What follows belongs to an exercise in optimizing a design on an open flow for a short achievable clock period and few clock cycles; a production flow would make more cautious choices. RTL that was checked went through simulation tests only; none was proved equivalent to the original. Power is estimated from default activity; no workload was simulated.

## icache_nway_lru
module icache_nway_lru #(
   parameter int ADDR_W = 32,
   parameter int WAYS   = 4,
   parameter int SETS   = 4,
   parameter int WPL    = 2
) (
   input  logic                clk,
   input  logic                reset,
   input  logic                proc_req,
   input  logic [ADDR_W-1:0]   address_from_proc,
   input  logic                flush,
   output logic [31:0]         data_to_proc,
   output logic                proc_resp_valid,
   output logic                hit_miss,
   output logic                busy,
   output logic                ram_req,
   output logic [ADDR_W-1:0]   address_to_ram,
   input  logic [32*WPL-1:0]   data_from_ram,
   input  logic                ram_access_done
);
   localparam int WSEL_W = $clog2(WPL);
   localparam int OFF    = WSEL_W + 2;
   localparam int IDX_W  = $clog2(SETS);
   localparam int TAG_W  = ADDR_W - OFF - IDX_W;
   localparam int NPAIR  = WAYS * (WAYS - 1) / 2;
   localparam int HALF   = WAYS / 2;    
   logic [SETS-1:0][WAYS-1:0]                  valid_q;
   logic [SETS-1:0][WAYS-1:0][TAG_W-1:0]       tag_q;
   logic [SETS-1:0][WAYS-1:0][WPL-1:0][31:0]   line_q;
   logic [SETS-1:0][NPAIR-1:0]                 ord_q;
   logic [SETS-1:0][WAYS-1:0]                  vic_q;
   logic [ADDR_W-1:OFF]     addr_q;       
   logic [TAG_W-1:0]        req_tag_q;    
   logic [SETS-1:0]         req_set_q;    
   logic [WSEL_W-1:0]       req_word_q;
   logic [SETS-1:0][WAYS-1:0] hit_line_q;  
   logic                    req_a_q;      
   logic                    req_b_q;      
   logic                    resp_a_n_q;   
   logic                    resp_b_n_q;   
   logic                    hit_miss_q;
   logic                    flush_pend_q;  
   logic [31:0]             word_a_n_q;   
   logic [31:0]             word_b_n_q;
   logic refill;    
   logic resp;      
   assign refill = req_a_q && req_b_q;
   assign resp   = !(resp_a_n_q && resp_b_n_q);
   logic [TAG_W-1:0]          in_tag;
   logic [IDX_W-1:0]          in_idx;
   logic [WSEL_W-1:0]         in_word;
   logic [SETS-1:0]           in_set;
   logic                      accept;    
   logic                      lookup;    
   logic [SETS-1:0][WAYS-1:0] line_hit;
   logic                      hit_a;     
   logic                      hit_b;
   logic [31:0]               word_a;
  ...
clock: 8.5 ns
lec_check: 0
abc_clock_period_in_ps: 2000
cap_margin: 20
core_margin: 2
core_utilization: 65
setup_slack_margin: 5
slew_margin: 20
standard.sh (not shown) runs the stock make flow with config.mk's settings and CLKGATE_MAP_FILE= SYNTH_SCRIPT=/design/flow/synth_recipe.tcl, a recipe that flattens the netlist after the stock synthesis.
==> flow/flow/run.sh <==
#!/bin/bash
# Standard layout, with timing repair aiming further below the clock period.
set -euo pipefail
bash standard.sh SETUP_SLACK_MARGIN=6 finish > orfs_make.log 2>&1
The starting point completed and failed the layout checks on max-capacitance violations, max-slew violations.
Change:
- CORE_UTILIZATION: 65 -> 40
- GPL_TIMING_DRIVEN: not set -> 1
What happened: With this change the flow passed the timing, DRC and antenna checks. Area after synthesis does not change. Clock power rises by 7.7%. Sequential power is about the same. Power goes up by 3.0%. Routed wire length is lower by 1.8%. Final area came out higher by 4.5%. Sequential share of layout area shrinks by 2.4 points. Worst setup slack is better by 0.13 ns. Die area rises by 62%. Non-clock buffer count goes up by 130. Via count went down by 6.1%.
Change:
- CORE_UTILIZATION: 40 -> 50
- GPL_TIMING_DRIVEN: 1 -> not set
- PLACE_DENSITY: not set -> 0.7
After rerunning:
- The changed run finished with timing, DRC and antenna clean
- routed wire length barely changes
- fmax decreases by 4.3%
- setup slack got worse by 0.15 ns
- clock-buffer cell count went down by 14
- clock power falls by 3.0%
Change:
- CORE_UTILIZATION: 50 -> 40
- PLACE_DENSITY: 0.7 -> not set
What happened: The changed run finished clean. Synthesized cell count stays the same. Wire length stays flat. Register-to-register slack gains 0.13 ns. First-iteration DRC count shrinks by 15%. Count of clock-buffer cells in the layout grows by 14. Maximum frequency grows by 4.5%.
Function was not checked in any run of this note: the RTL went through the layout flow alone.

* * *

== v8 ==
icache_nway_lru, a different RTL version from the one above (not shown whole).
Size: ~3500 cells after synthesis, about 66000 µm² of cells after synthesis.
clock: 8.5 ns
lec_check: 0
abc_clock_period_in_ps: 2000
cap_margin: 20
core_margin: 2
core_utilization: 40
gpl_routability_driven: 0
setup_slack_margin: 5
slew_margin: 20
==> flow/flow/run.sh <==
#!/bin/bash
# Standard layout, with timing repair aiming further below the clock period and
# a few slow multi-input OR/NOR cells kept out of synthesis and repair.
set -euo pipefail
base=$(make -s -C "$FLOW_HOME" DESIGN_CONFIG="$PWD/config.mk" print-DONT_USE_CELLS | sed -n 's/^DONT_USE_CELLS: //p')
extra="sky130_fd_sc_hd__or3_1 sky130_fd_sc_hd__or3_2 sky130_fd_sc_hd__or3_4 sky130_fd_sc_hd__or3b_1 sky130_fd_sc_hd__or3b_2 sky130_fd_sc_hd__or3b_4 sky130_fd_sc_hd__or4_1 sky130_fd_sc_hd__or4_2 sky130_fd_sc_hd__or4_4 sky130_fd_sc_hd__or4b_1 sky130_fd_sc_hd__or4b_2 sky130_fd_sc_hd__or4b_4 sky130_fd_sc_hd__or4bb_1 sky130_fd_sc_hd__or4bb_2 sky130_fd_sc_hd__or4bb_4"
bash standard.sh SETUP_SLACK_MARGIN=6 "DONT_USE_CELLS=$base $extra"  finish > orfs_make.log 2>&1
v8: all stages complete, timing, DRC and antenna checks passed
Testbench counts of v8, summed over its fixed seeds: cycles 44,685.
Changes in v35 relative to v8:
- clearing GPL_ROUTABILITY_DRIVEN, which used to be 0
- putting ABC_AREA at 1 where nothing was set
Results
- v8 has higher share of cell area taken by multi-input logic gates than v35.
- Summary — sequential share of layout area, v35 relative to v8: lower, by 0.69 points.
- v35 against v8: cell area after layout now larger, cell area after placement rose by 0.69%, count of clock-buffer cells in the layout grew by 6.5%, worst hold slack across all endpoints increased by 0.0089 ns relative to the old numbers, net count reported at finish now larger.
- [v35 vs v8] total via count in the routed design: higher in v35
For v11, these inputs were changed with respect to v35:
- TNS_END_PERCENT now 0, previously not set
- ABC_AREA no longer set, was 1
## What came out
v11 vs v35, total number of multi-input combinational cells went down by about 50%. The standard cell area after detailed placement of v11 is lower than that of v35. The number of well taps reported for v11 is smaller than that of v35 by about 1.3%. On design area: between v35 and v11, it ends up lower for v11. Lower global placement routability congestion goes to v11 over v35. Summary: fmax, v11 worse than v35. v35 consumes more power than v11. The number of sequential cells of v11 and that of v35 are within noise of each other. From v35 to v11 the numbers moved as follows: wire length decreased 21%; post-cts sizing count decreased about 60%. Row least setup slack across all paths after layout: v11 lower / v35 higher.
For v12, these inputs were changed with respect to v11:
- TNS_END_PERCENT: 0 -> unset
--- a/flow/flow/run.sh
+++ b/flow/flow/run.sh
@@ -6,2 +6,2 @@
 extra="sky130_fd_sc_hd__or3_1 sky130_fd_sc_hd__or3_2 sky130_fd_sc_hd__or3_4 sky130_fd_sc_hd__or3b_1 sky130_fd_sc_hd__or3b_2 sky130_fd_sc_hd__or3b_4 sky130_fd_sc_hd__or4_1 sky130_fd_sc_hd__or4_2 sky130_fd_sc_hd__or4_4 sky130_fd_sc_hd__or4b_1 sky130_fd_sc_hd__or4b_2 sky130_fd_sc_hd__or4b_4 sky130_fd_sc_hd__or4bb_1 sky130_fd_sc_hd__or4bb_2 sky130_fd_sc_hd__or4bb_4"
-bash standard.sh SETUP_SLACK_MARGIN=6 "DONT_USE_CELLS=$base $extra"  finish > orfs_make.log 2>&1
+bash standard.sh SETUP_SLACK_MARGIN=5.7 "DONT_USE_CELLS=$base $extra"  finish > orfs_make.log 2>&1
## What came out
According to the power report, total power for v12 is higher than for v11. Measured against each other, v11 and v12 differ in worst setup slack, the higher figure coming from v12. Post-placement worst setup slack in v12 vs v11: down 0.22 ns. The global-route wire length before repair of v12 exceeds that of v11 by 4400 µm. From v11 to v12 the numbers moved as follows: post-route minimum period -0.091 ns, total inserted antenna cells picked up an extra 1.

[port drivers added, routing unchanged]
How much do the figures lean on ideal ports? The routed layouts below were timed once more, with nothing changed but the port constraints.
Step 1 (the two cells are an assumption about what drives the block):
set clk [get_ports {clk}]
set_driving_cell -lib_cell sky130_fd_sc_hd__clkbuf_16 $clk
set_driving_cell -lib_cell sky130_fd_sc_hd__buf_2 [delete_from_list [all_inputs] $clk]
Step 2 also shifts input and output timing later by t, the mid clock arrival at the registers, as if the neighbouring blocks saw the same clock.
a / b / c = no drivers / after step 1 / after step 2; a / b = the first two.
| run | shift t [ns] | setup WS [ns] | hold WS [ns] | clock arrival spread, ns | worst data-port slew with drivers (ns) |
|---|---|---|---|---|---|
| the first run of note 1 | 0.889 | 5.100 / 5.150 / 4.261 | 0.462 / 0.462 / 0.462 | 0.057 / 0.056 | 0.12 |
| the second run of note 1 | 0.913 | 5.227 / 5.145 / 4.373 | 0.455 / 0.455 / 0.455 | 0.090 / 0.090 | 0.09 |
| the third run of note 1 | 0.901 | 5.079 / 5.121 / 4.220 | 0.456 / 0.456 / 0.456 | 0.058 / 0.057 | 0.11 |
| the fourth run of note 1 | 0.913 | 5.227 / 5.145 / 4.373 | 0.455 / 0.455 / 0.455 | 0.090 / 0.090 | 0.09 |
| v8 | 0.873 | 5.413 / 5.335 / 4.465 | 0.470 / 0.470 / 0.470 | 0.053 / 0.053 | 0.38 |
| v35 | 0.915 | 5.357 / 5.269 / 4.790 | 0.479 / 0.479 / 0.479 | 0.070 / 0.070 | 0.26 |
| v11 | 0.896 | 5.330 / 5.294 / 4.465 | 0.455 / 0.455 / 0.455 | 0.037 / 0.038 | 0.22 |
| v12 | 0.873 | 5.421 / 5.347 / 4.592 | 0.457 / 0.457 / 0.457 | 0.033 / 0.033 | 0.23 |
The setup slack of v8, which loses most, moves by -0.078 ns with the drivers and by -0.948 ns with both steps.
